Context: an optimization exercise on an open-source flow, tuned for small area and a short achievable clock period. The choices shown serve that exercise and are no tape-out recipe.
The RTL was checked by simulation tests, not by an equivalence proof against the original design.
Power is estimated from default activity; no workload was simulated. The flow treats the clock pin as an ideal source, which a real chip does not have.

<file path="design/flow/design.v">
package spi_pkg;
    localparam int addr_w    = 7;     
    localparam int data_w    = 8;
    localparam int mem_depth = 128;   
    localparam int cnt_w     = 4;     
    localparam int pos_w     = 6;                     
    localparam int ring_len  = 1 << pos_w;            
    localparam int n_rings   = mem_depth / ring_len;  
    localparam int hi_tw     = 3;                     
    localparam int lo_tw     = 4;                     
endpackage
`timescale 1ns/1ps
module spi_input_sync (
    input  logic clkedge,
    input  logic rst,
    input  logic sclk,
    input  logic cs,
    input  logic mosi,
    output logic cs_active,    
    output logic sclk_hi,      
    output logic sclk_rise,    
    output logic sclk_fall,    
    output logic mosi_s        
);
    logic [1:0] sclk_ff;
    logic [1:0] cs_ff;
    logic [1:0] mosi_ff;
    logic       sclk_d;        
    always_ff @(posedge clkedge) begin
        if (rst) begin
            cs_ff <= 2'b11;    
        end else begin
            cs_ff <= {cs_ff[0], cs};
        end
    end
    always_ff @(posedge clkedge) begin
        sclk_ff <= {sclk_ff[0], sclk};
        mosi_ff <= {mosi_ff[0], mosi};
        sclk_d  <= sclk_ff[1];
    end
    assign cs_active = ~cs_ff[1];
    assign sclk_hi   = sclk_d;
    assign sclk_rise = sclk_ff[1] & ~sclk_d & cs_active;
    assign sclk_fall = ~sclk_ff[1] & sclk_d;
    assign mosi_s    = mosi_ff[1];
endmodule
`timescale 1ns/1ps
module spi_shift_reg (
    input  logic                          clkedge,
    input  logic                          sclk_rise,
    input  logic                          sclk_fall,
    input  logic                          mosi_s,
    input  logic [spi_pkg::cnt_w-1:0]     cnt,
    input  logic                          ph_rd,
    input  logic                          ph_wr,
    input  logic                          ph_done,
    input  logic                          ld_hi,      
    input  logic                          ld_lo,      
    input  logic [spi_pkg::data_w-1:0]    rd_data,
    output logic [spi_pkg::addr_w-1:0]    addr,
    output logic [spi_pkg::data_w-1:0]    sr,
    output logic                          miso
);
    localparam int dw = spi_pkg::data_w;
    logic shift;
    assign shift = (sclk_rise && ph_wr)
                || (sclk_fall && ph_rd && (cnt[3] || cnt[0]));
    always_ff @(posedge clkedge) begin
        if (sclk_rise && !ph_rd && !ph_wr && !ph_done && !(cnt[3] && !cnt[2])) begin
            addr <= {addr[spi_pkg::addr_w-2:0], mosi_s};
        end
    end
    logic msb_nx;
    assign msb_nx = shift ? sr[dw-2] : (ld_hi ? rd_data[dw-1] : sr[dw-1]);
    always_ff @(posedge clkedge) begin
        sr[dw-1] <= msb_nx;
    end
    always_ff @(posedge clkedge) begin
        miso <= ph_rd && msb_nx;
    end
    always_ff @(posedge clkedge) begin
        if (shift) begin
            sr[dw-2:0] <= {sr[dw-3:0], mosi_s};
        end else if (ld_lo) begin
            sr[dw-2:0] <= rd_data[dw-2:0];
        end
    end
endmodule
`timescale 1ns/1ps
module spi_ctrl_fsm (
    input  logic                       clkedge,
    input  logic                       rst,
    input  logic                       cs_active,
    input  logic                       sclk_rise,
    input  logic                       mosi_s,
    input  logic                       wr_done,    
    input  logic                       rd_any,     
    output logic [spi_pkg::cnt_w-1:0]  cnt,        
    output logic                       ph_rd,      
    output logic                       ph_wr,      
    output logic                       ph_done,    
    output logic                       wr_take,    
    output logic                       wr_pend,    
    output logic                       miso_oe
);
    wire last = cnt[3] && !cnt[2];
    assign wr_take = sclk_rise && ph_wr && last;
    always_ff @(posedge clkedge) begin
        if (rst || !cs_active) begin
            cnt     <= '0;                             
            ph_rd   <= 1'b0;
            ph_wr   <= 1'b0;
            ph_done <= 1'b0;
        end else if (sclk_rise && !ph_done) begin
            cnt <= {cnt[2:0], !cnt[3]};
            if (last) begin
                ph_rd   <= !ph_rd && !ph_wr && mosi_s;
                ph_wr   <= !ph_rd && !ph_wr && !mosi_s;
                ph_done <= ph_rd || ph_wr;
            end
        end
    end
    always_ff @(posedge clkedge) begin
        if (wr_take) begin
            wr_pend <= 1'b1;
        end else if (wr_done || rd_any) begin
            wr_pend <= 1'b0;
        end
    end
    always_ff @(posedge clkedge) begin
        if (rst) begin
            miso_oe <= 1'b0;
        end else begin
            miso_oe <= cs_active && ph_rd;
        end
    end
endmodule
`timescale 1ns/1ps
module spi_data_mem (
    input  logic                          clkedge,
    input  logic [spi_pkg::cnt_w-1:0]     cnt,
    input  logic                          ph_rd,
    input  logic                          ph_wr,
    input  logic                          ph_done,
    input  logic                          sclk_hi,
    input  logic                          wr_take,
    input  logic                          wr_pend,
    input  logic [spi_pkg::addr_w-1:0]    addr,
    input  logic [spi_pkg::data_w-1:0]    wr_data,
    output logic                          wr_done,
    output logic                          ld_hi,
    output logic                          ld_lo,
    output logic [spi_pkg::data_w-1:0]    rd_data
);
    localparam int aw = spi_pkg::addr_w;
    localparam int dw = spi_pkg::data_w;
    localparam int pw = spi_pkg::pos_w;
    localparam int hw = spi_pkg::hi_tw;
    localparam int lw = spi_pkg::lo_tw;
    localparam int nr = spi_pkg::n_rings;
    localparam int rl = spi_pkg::ring_len;
    localparam int nh = rl >> hw;      
    localparam int nl = rl >> lw;      
    logic [pw-1:0]           pos;
    logic [pw-1:0]           pos_nx;
    logic [aw-1:0]           wa;           
    logic                    wr_armed;     
    logic                    wr_hit;       
    logic [nr*nh-1:0]        taps_hi;
    logic [nr*nl*(dw-1)-1:0] taps_lo;
    logic                    hit_hi;       
    logic                    hit_lo;       
    logic [pw-hw-1:0]        sel_hi;       
    logic [pw-lw-1:0]        sel_lo;       
    logic                    win;
    logic                    win_d;
    logic                    same;
    logic                    wa_is_addr;
    assign pos_nx = pos + 1'b1;
    always_ff @(posedge clkedge) begin
        pos <= pos_nx;                     
    end
    always_ff @(posedge clkedge) begin
        if (wr_take) begin
            wa <= addr;
        end
    end
    always_ff @(posedge clkedge) begin
        wr_armed <= wr_pend;
        wr_hit   <= (pos_nx == wa[pw-1:0]);
    end
    assign wr_done = wr_pend && wr_armed && wr_hit;
    always_ff @(posedge clkedge) begin
        hit_hi <= (pos_nx[hw-1:0] == addr[hw-1:0]);
        hit_lo <= (pos_nx[lw-1:0] == addr[lw-1:0]);
        sel_hi <= addr[pw-1:hw] - pos_nx[pw-1:hw];
        sel_lo <= addr[pw-1:lw] - pos_nx[pw-1:lw];
        win_d  <= win;
        wa_is_addr <= (wa == addr);    
    end
    assign win    = (!ph_rd && !ph_wr && !ph_done && cnt[3] && !cnt[2])
                 || ((ph_rd || ph_wr) && !cnt[3] && !cnt[0]);
    assign same   = wr_done && wa_is_addr;
    assign ld_hi  = win && win_d && hit_hi && !same;
    assign ld_lo  = ((win && win_d) || (ph_rd && cnt[0] && !cnt[1] && sclk_hi)) && hit_lo && !same;
    assign rd_data[dw-1]   = taps_hi[{addr[aw-1:pw], sel_hi}];
    assign rd_data[dw-2:0] = taps_lo[{addr[aw-1:pw], sel_lo}*(dw-1) +: dw-1];
    for (genvar r = 0; r < nr; r++) begin : g_ring
        logic [rl*dw-1:0] q;               
        wire              we = wr_done && (wa[aw-1:pw] == r);
        always_ff @(posedge clkedge) begin
            q <= {we ? wr_data : q[dw-1:0], q[rl*dw-1:dw]};
        end
        for (genvar t = 0; t < nh; t++) begin : g_tap_hi
            assign taps_hi[r*nh+t] = q[(t << hw)*dw + dw-1];
        end
        for (genvar t = 0; t < nl; t++) begin : g_tap_lo
            assign taps_lo[(r*nl+t)*(dw-1) +: dw-1] = q[(t << lw)*dw +: dw-1];
        end
    end
endmodule
`timescale 1ns/1ps
module spi_memory (
    input  logic clkedge,
    input  logic rst,
    input  logic sclk,
    input  logic cs,        
    input  logic mosi,
    output logic miso,
    output logic miso_oe
);
    logic                       cs_active;
    logic                       sclk_hi;
    logic                       sclk_rise;
    logic                       sclk_fall;
    logic                       mosi_s;
    logic [spi_pkg::cnt_w-1:0]  cnt;
    logic                       ph_rd;
    logic                       ph_wr;
    logic                       ph_done;
    logic                       wr_take;
    logic                       wr_pend;
    logic                       wr_done;
    logic                       ld_hi;
    logic                       ld_lo;
    logic [spi_pkg::addr_w-1:0] addr;
    logic [spi_pkg::data_w-1:0] sr;
    logic [spi_pkg::data_w-1:0] rd_data;
    spi_input_sync u_sync (
        .clkedge   (clkedge),
        .rst       (rst),
        .sclk      (sclk),
        .cs        (cs),
        .mosi      (mosi),
        .cs_active (cs_active),
        .sclk_hi   (sclk_hi),
        .sclk_rise (sclk_rise),
        .sclk_fall (sclk_fall),
        .mosi_s    (mosi_s)
    );
    spi_ctrl_fsm u_fsm (
        .clkedge   (clkedge),
        .rst       (rst),
        .cs_active (cs_active),
        .sclk_rise (sclk_rise),
        .mosi_s    (mosi_s),
        .wr_done   (wr_done),
        .rd_any    (ld_hi || ld_lo),
        .cnt       (cnt),
        .ph_rd     (ph_rd),
        .ph_wr     (ph_wr),
        .ph_done   (ph_done),
        .wr_take   (wr_take),
        .wr_pend   (wr_pend),
        .miso_oe   (miso_oe)
    );
    spi_shift_reg u_shift (
        .clkedge   (clkedge),
        .sclk_rise (sclk_rise),
        .sclk_fall (sclk_fall),
        .mosi_s    (mosi_s),
        .cnt       (cnt),
        .ph_rd     (ph_rd),
        .ph_wr     (ph_wr),
        .ph_done   (ph_done),
        .ld_hi     (ld_hi),
        .ld_lo     (ld_lo),
        .rd_data   (rd_data),
        .addr      (addr),
        .sr        (sr),
        .miso      (miso)
    );
    spi_data_mem u_mem (
        .clkedge (clkedge),
        .cnt     (cnt),
        .ph_rd   (ph_rd),
        .ph_wr   (ph_wr),
        .ph_done (ph_done),
        .sclk_hi (sclk_hi),
        .wr_take (wr_take),
        .wr_pend (wr_pend),
        .addr    (addr),
        .wr_data (sr),
        .wr_done (wr_done),
        .ld_hi   (ld_hi),
        .ld_lo   (ld_lo),
        .rd_data (rd_data)
    );
endmodule
</file>
<file path="design/flow/flow/run.sh">
#!/bin/bash
# The standard flow's own layout, with two changes:
#  - a flatter clock tree: larger sink clusters under clkbuf_16 leaves and no
#    dummy loads;
#  - before detailed placement, the flip-flops that drive the output ports are
#    moved next to the ports' buffers (flow/io_flops.tcl).
set -euo pipefail
here=$(pwd)
bash standard.sh \
    'CTS_ARGS=-sink_clustering_enable -repair_clock_nets -dont_use_dummy_load -sink_clustering_size 33 -sink_clustering_max_diameter 85' \
    "PRE_DETAIL_PLACE_TCL=$here/flow/io_flops.tcl" \
    finish > standard_flow.log 2>&1
</file>
<file path="design/flow/flow/io_flops.tcl">
# Before detailed placement: move each flip-flop that drives an output port's
# buffer next to that buffer, so the register-to-pin wire is short. Detailed
# placement then legalizes them.
set block [ord::get_db_block]
foreach bterm [$block getBTerms] {
  if {[$bterm getIoType] ne "OUTPUT"} { continue }
  set net [$bterm getNet]
  if {$net eq "NULL"} { continue }
  foreach it [$net getITerms] {
    if {![$it isOutputSignal]} { continue }
    set buf [$it getInst]
    foreach bin [$buf getITerms] {
      if {![$bin isInputSignal]} { continue }
      set n2 [$bin getNet]
      if {$n2 eq "NULL"} { continue }
      foreach it2 [$n2 getITerms] {
        if {![$it2 isOutputSignal]} { continue }
        set ff [$it2 getInst]
        if {![[$ff getMaster] isSequential]} { continue }
        set loc [$buf getLocation]
        set x [lindex $loc 0]
        set y [lindex $loc 1]
        set w [[$ff getMaster] getWidth]
        # Just inside the buffer, towards the core centre
        set die [$block getDieArea]
        set cx [expr {([$die xMin] + [$die xMax]) / 2}]
        if {$x > $cx} { set nx [expr {$x - $w - 2000}] } else { set nx [expr {$x + [[$buf getMaster] getWidth] + 2000}] }
        puts "io_flops: [$ff getName] -> ($nx, $y) next to [$buf getName] for [$bterm getName]"
        $ff setLocation $nx $y
      }
    }
  }
}
</file>
<file path="design/flow/standard.sh">
#!/bin/bash
# synth_recipe.tcl (not shown) runs the flow's synth.tcl, then flattens the netlist and writes it again
# the make line also repeats each setting of config.mk as NAME=value (left out here)
make -C /OpenROAD-flow-scripts/flow DESIGN_CONFIG=/design/flow/config.mk WORK_HOME=/design/flow/orfs CLKGATE_MAP_FILE= SYNTH_SCRIPT=/design/flow/synth_recipe.tcl "${@:-finish}"
</file>
<file path="design/flow/config.mk">
export PLATFORM = sky130hd
export DESIGN_NAME = spi_memory
export DESIGN_NICKNAME = spi_memory
export VERILOG_FILES = /design/flow/design.v
export SDC_FILE = /design/flow/constraint.sdc
export NUM_CORES = 4
export LEC_CHECK = 0
export CAP_MARGIN = 20
export CORE_MARGIN = 2
export CORE_UTILIZATION = 68
export PLACE_DENSITY = 0.75
export SETUP_SLACK_MARGIN = 2.3
export SLEW_MARGIN = 20
</file>
<file path="design/flow/constraint.sdc">
create_clock -name core_clock -period 4.0 [get_ports {clkedge}]
set_input_delay 0.8000 -clock core_clock [delete_from_list [all_inputs] [get_ports {clkedge}]]
set_output_delay 0.8000 -clock core_clock [all_outputs]
set_load 0.01 [all_outputs]
</file>
==> metrics.md <==
| Metric | Value |
|---|---|
| Run status | no timing/DRC/antenna violations |
| Clock power share | 29.5% |
| P&R area growth vs syn | 7.79% |
| Fin. Hold Viols | 0 |
| Top sig layer | met4 |
| Sequential element share of the synthesized area | 93.7% |
| Met2 wire len | 12600 um |
| LEAKAGE | 9.88 nW |
| Worst path depth | 1 |
| Die Span X | 189 um |
| Worst setup SP type | flop |
| Crit path DAT | 980 ps |
| Clock root cell | clkbuf_16 |
| Worst ir drop on vdd | 458 uV |
| Worst R2R End | u_shift.sr[1] |
| Worst slack, placed | 1880 ps |
| First-pass GRT wire length | 44200 um |
| Crit. Startpoint | u_shift.miso |
| Vias | 8046 |
| Critical path class | reg -> out |
| Max-slew headroom | 56.7% |
| Critical Path Sink | miso |
| Sw Ratio | 18.3% |
| Asr flop ratio synth | 0% |
| Routed Wire Length | 28800 um |
| Vias in the first global route | 8204 |
| Cts hold-fix bufs | 0 |
| Power Density | 610 mW/mm^2 |
| Vias per inst | 4.58 |
| Int Power | 12.5 mW |
| Min Clock Period, post-route | 1780 ps |
| WHS | 301 ps |
| Worst hold-check path type | reg -> reg |
| Placement Rows | 67 |
| Starting DRT DRC Count | 492 |
| Pin count of the biggest net entering global routing | 34 |
| CP bufs+invs | 1 |
| Final setup fails | 0 |
| Synth warnings | 4 |
| Combinational share of power | 0.1% |
| RSZ-0062 raised after global routing | yes |
| Max Clk Rate | 562 MHz |
| CP Data Required Time | 3200 ps |
| IO Pins | 7 |
| Max incr delay on CP | 330 ps |
| Final ANT Viol Nets | 0 |
| CP max stage cell | dfxtp_1 |
| Synth Area per Inst | 18.5 sq um |
| DIE HEIGHT | 189 um |
| Worst skew pair latency | 560 ps |
| Total gr overflow | 0 |
| Drt drc | 0 |
| Die ar. | 0.0358 sq mm |
| Worst Reg-to-Reg Cells | 6 |
| CP cell instances | buf_2 |
| Clock tree buffer depth | 3 |
| # clock sinks | 1080 |
| Max_cap viols | 0 |
| EDFF count, synth | 21 |
| Synth Register Bits | 1080 |
| Clock Skew | 31.4 ps |
| Global placement routability congestion | 0.781 |
| Starting Density | 69.3% |
| Synth Net Count | 1266 |
| CTS tree | yes |
| Part of the cycle the worst path needs | 44.5% |
| CTS clock-pin slew for the worst setup and hold paths | 110 ps |
| Cells after Synth | 1257 |
| Reg power frac | 70.4% |
| Post-route setup slack | 2220 ps |
| CTS Buf Count | 38 |
| Met3 WL | 968 um |
| H-tree lvl count | 2 |
| Synth cell types | 41 |
| WL per Instance | 16.4 um |
| Setup TNS | 0 ps |
| Pin slew with the least headroom to its limit | 650 ps |
| Initial antenna violation count | 4 |
| Worst-path fanout max | 1 |
| Family with the most delay on the worst path | flip-flops |
| Sw Pwr | 2.81 mW |
| Fin nets | 1318 |
| R2R setup slack | 2290 ps |
| GR Util All Layers | 16.3% |
| Pre-antenna DRT Iters | 4 |
| Mapped Area | 0.0233 sq mm |
| Core area | 0.0336 sq mm |
| Post-DP HPWL | 16300 um |
| Setup crit end kind | output pin |
| Port bufs | 6 |
| R2R Path Start | u_fsm.ph_wr |
| Routed length on met1 | 14600 um |
| Slew Viols, Final | 0 |
| Share of cells above drive strength 1 | 9.10% |
| Prevailing post-synth register cell | dfxtp_1 |
-- synthesized netlist by cell type (2+ instances only) --
master / count / area share, %
dfxtp_1: 1059 / 91
edfxtp_1: 21 / 2.7
mux2_2: 20 / 0.97
nand2_1: 18 / 0.29
mux4_2: 14 / 1.4
xnor2_1: 12 / 0.45
inv_1: 11 / 0.18
o21ai_0: 11 / 0.24
xor2_1: 11 / 0.41
nor2_1: 10 / 0.16
a21oi_1: 7 / 0.15
mux2i_1: 7 / 0.30
nor3_1: 6 / 0.13
clkbuf_1: 4 / 0.064
a31oi_1: 3 / 0.081
ha_1: 3 / 0.16
nand2b_1: 3 / 0.081
nand3_1: 3 / 0.064
or2_2: 3 / 0.081
and2_1: 2 / 0.054
and3_1: 2 / 0.054
buf_2: 2 / 0.043
mux4_1: 2 / 0.23
nand4_1: 2 / 0.054
nor2b_1: 2 / 0.054
nor3b_1: 2 / 0.064
nor4_1: 2 / 0.054
o22ai_1: 2 / 0.054
-- state kept, by name, summed over array words and instances (netlist names), 2 cells and up --
register        flops
u_sync.sclk_ff      2
u_shift.sr          8
u_shift.addr        7
u_fsm.cnt           4
u_mem.sel_hi        3
u_sync.cs_ff        2
u_mem.sel_lo        2
u_mem.g_ring.q   1024
u_mem.wa            7
u_mem.pos           6
u_sync.mosi_ff      2
-- cell usage in the layout (no fill, tap or decap), drive strengths merged, types with 2 or more instances in the layout --
cell and instances:
a21oi 7, a31oi 3, and2 2, and3 2
buf 16, clkbuf 38, clkdlybuf4s50 4, dfxtp 1059
diode 3, edfxtp 21, ha 3, inv 11
mux2 20, mux2i 7, mux4 16, nand2 18
nand2b 3, nand3 3, nand4 2, nor2 10
nor2b 2, nor3 6, nor3b 2, nor4 2
o21ai 11, o22ai 2, or2 4, xnor2 12
xor2 11
-- worst min-delay path by stage --
stage | start | to | slack [ps] | depth (start not counted)
6_report | u_mem.g_ring[1].q[200] | u_mem.g_ring[1].q[192] | 300 | 0
3_5_place_dp | u_mem.g_ring[0].q[252] | u_mem.g_ring[0].q[244] | 310 | 0
2_1_floorplan | u_mem.g_ring[0].q[8] | u_mem.g_ring[0].q[0] | 310 | 0
3_3_place_gp | u_mem.g_ring[1].q[221] | u_mem.g_ring[1].q[213] | 310 | 0
5_1_grt | u_mem.g_ring[0].q[298] | u_mem.g_ring[0].q[290] | 310 | 0
4_1_cts | u_mem.g_ring[0].q[12] | u_mem.g_ring[0].q[4] | 300 | 0
-- power groups by stage --
stage | clock network, mW | logic, mW | registers, mW
2_1_floorplan | 0 | 0.00795 | 11.0
3_3_place_gp | 0 | 0.0108 | 11.0
3_5_place_dp | 0 | 0.0113 | 11.0
4_1_cts | 4.64 | 0.0123 | 10.8
5_1_grt | 4.99 | 0.0150 | 10.8
6_report | 4.53 | 0.0139 | 10.8
-- cell type report --
cell class,instances,area [sq um]
diodes,3,7.51
well taps,448,561
clock buffers,38,951
inverters,11,41.3
fillers,1864,8500
multi-input cells,158,1510
flip-flops and latches,1080,21900
repair buffers,20,193
-- repair_timing --
action	in CTS	in global routing
cloned	0	0
endpoints found under the hold margin	0	0
pin swaps	1	5
endpoints found under the setup margin	28	30
resized for setup	27	17
buffers inserted	2	12
-- logic make-up (layout without fill, tap and decap cells) --
family,Yosys count,after routing,synth area share (%)
other cells,0,3,0
buf+inv,19,69,0.338
compound gates,29,29,0.746
fa+ha+maj,4,4,0.247
simple gates,59,59,1.27
flops,1080,1080,93.7
xor+xnor,23,23,0.865
mux,43,43,2.85
-- routing by layer --
layer | up-vias | track usage [%]
met5 | - | 0
met2 | 114 | 25.4
met4 | 0 | 4.24
met3 | 44 | 2.76
met1 | 3837 | 24.2
li1 | 4051 | -
-- per-stage QoR --
step | instances | util (%) | power [mW] | cell area, sq um
global placement | 1703 | 71.1 | 11.0 | 23900
detailed placement | 1703 | 71.1 | 11.0 | 23900
CTS | 1743 | 74.2 | 15.4 | 24900
finish | 1758 | 74.7 | 15.3 | 25100
global route | 1755 | 74.7 | 15.8 | 25100
floorplan | 1257 | - | 11.0 | 23300

## what the ideal ports hide
Ports are ideal in the flow. The routed layout listed here was re-timed in OpenROAD.
Step 1 sets driving cells, clkbuf_16 on the clock port and buf_2 on the other inputs (assumed; they add their load-dependent delay and slew).
Step 2 times the ports against the registers' clock, not the clock port: input delays grow and output delays shrink by t, the midpoint of the rising clock arrivals with the driver on.
a / b / c = ideal ports / drivers / drivers and shift; a / b = the first two.
t (ns): 0.597
setup WS [ns]: 2.220 / 2.168 / 1.947
clock arrival spread, ns: 0.039 / 0.038
slew at the worst register clock pin (ns): 0.11 / 0.11
pins driven straight from the clock port: 1
After both steps this run still meets setup and hold. The setup slack of this run moves by -0.052 ns with the drivers and by -0.273 ns with both steps.
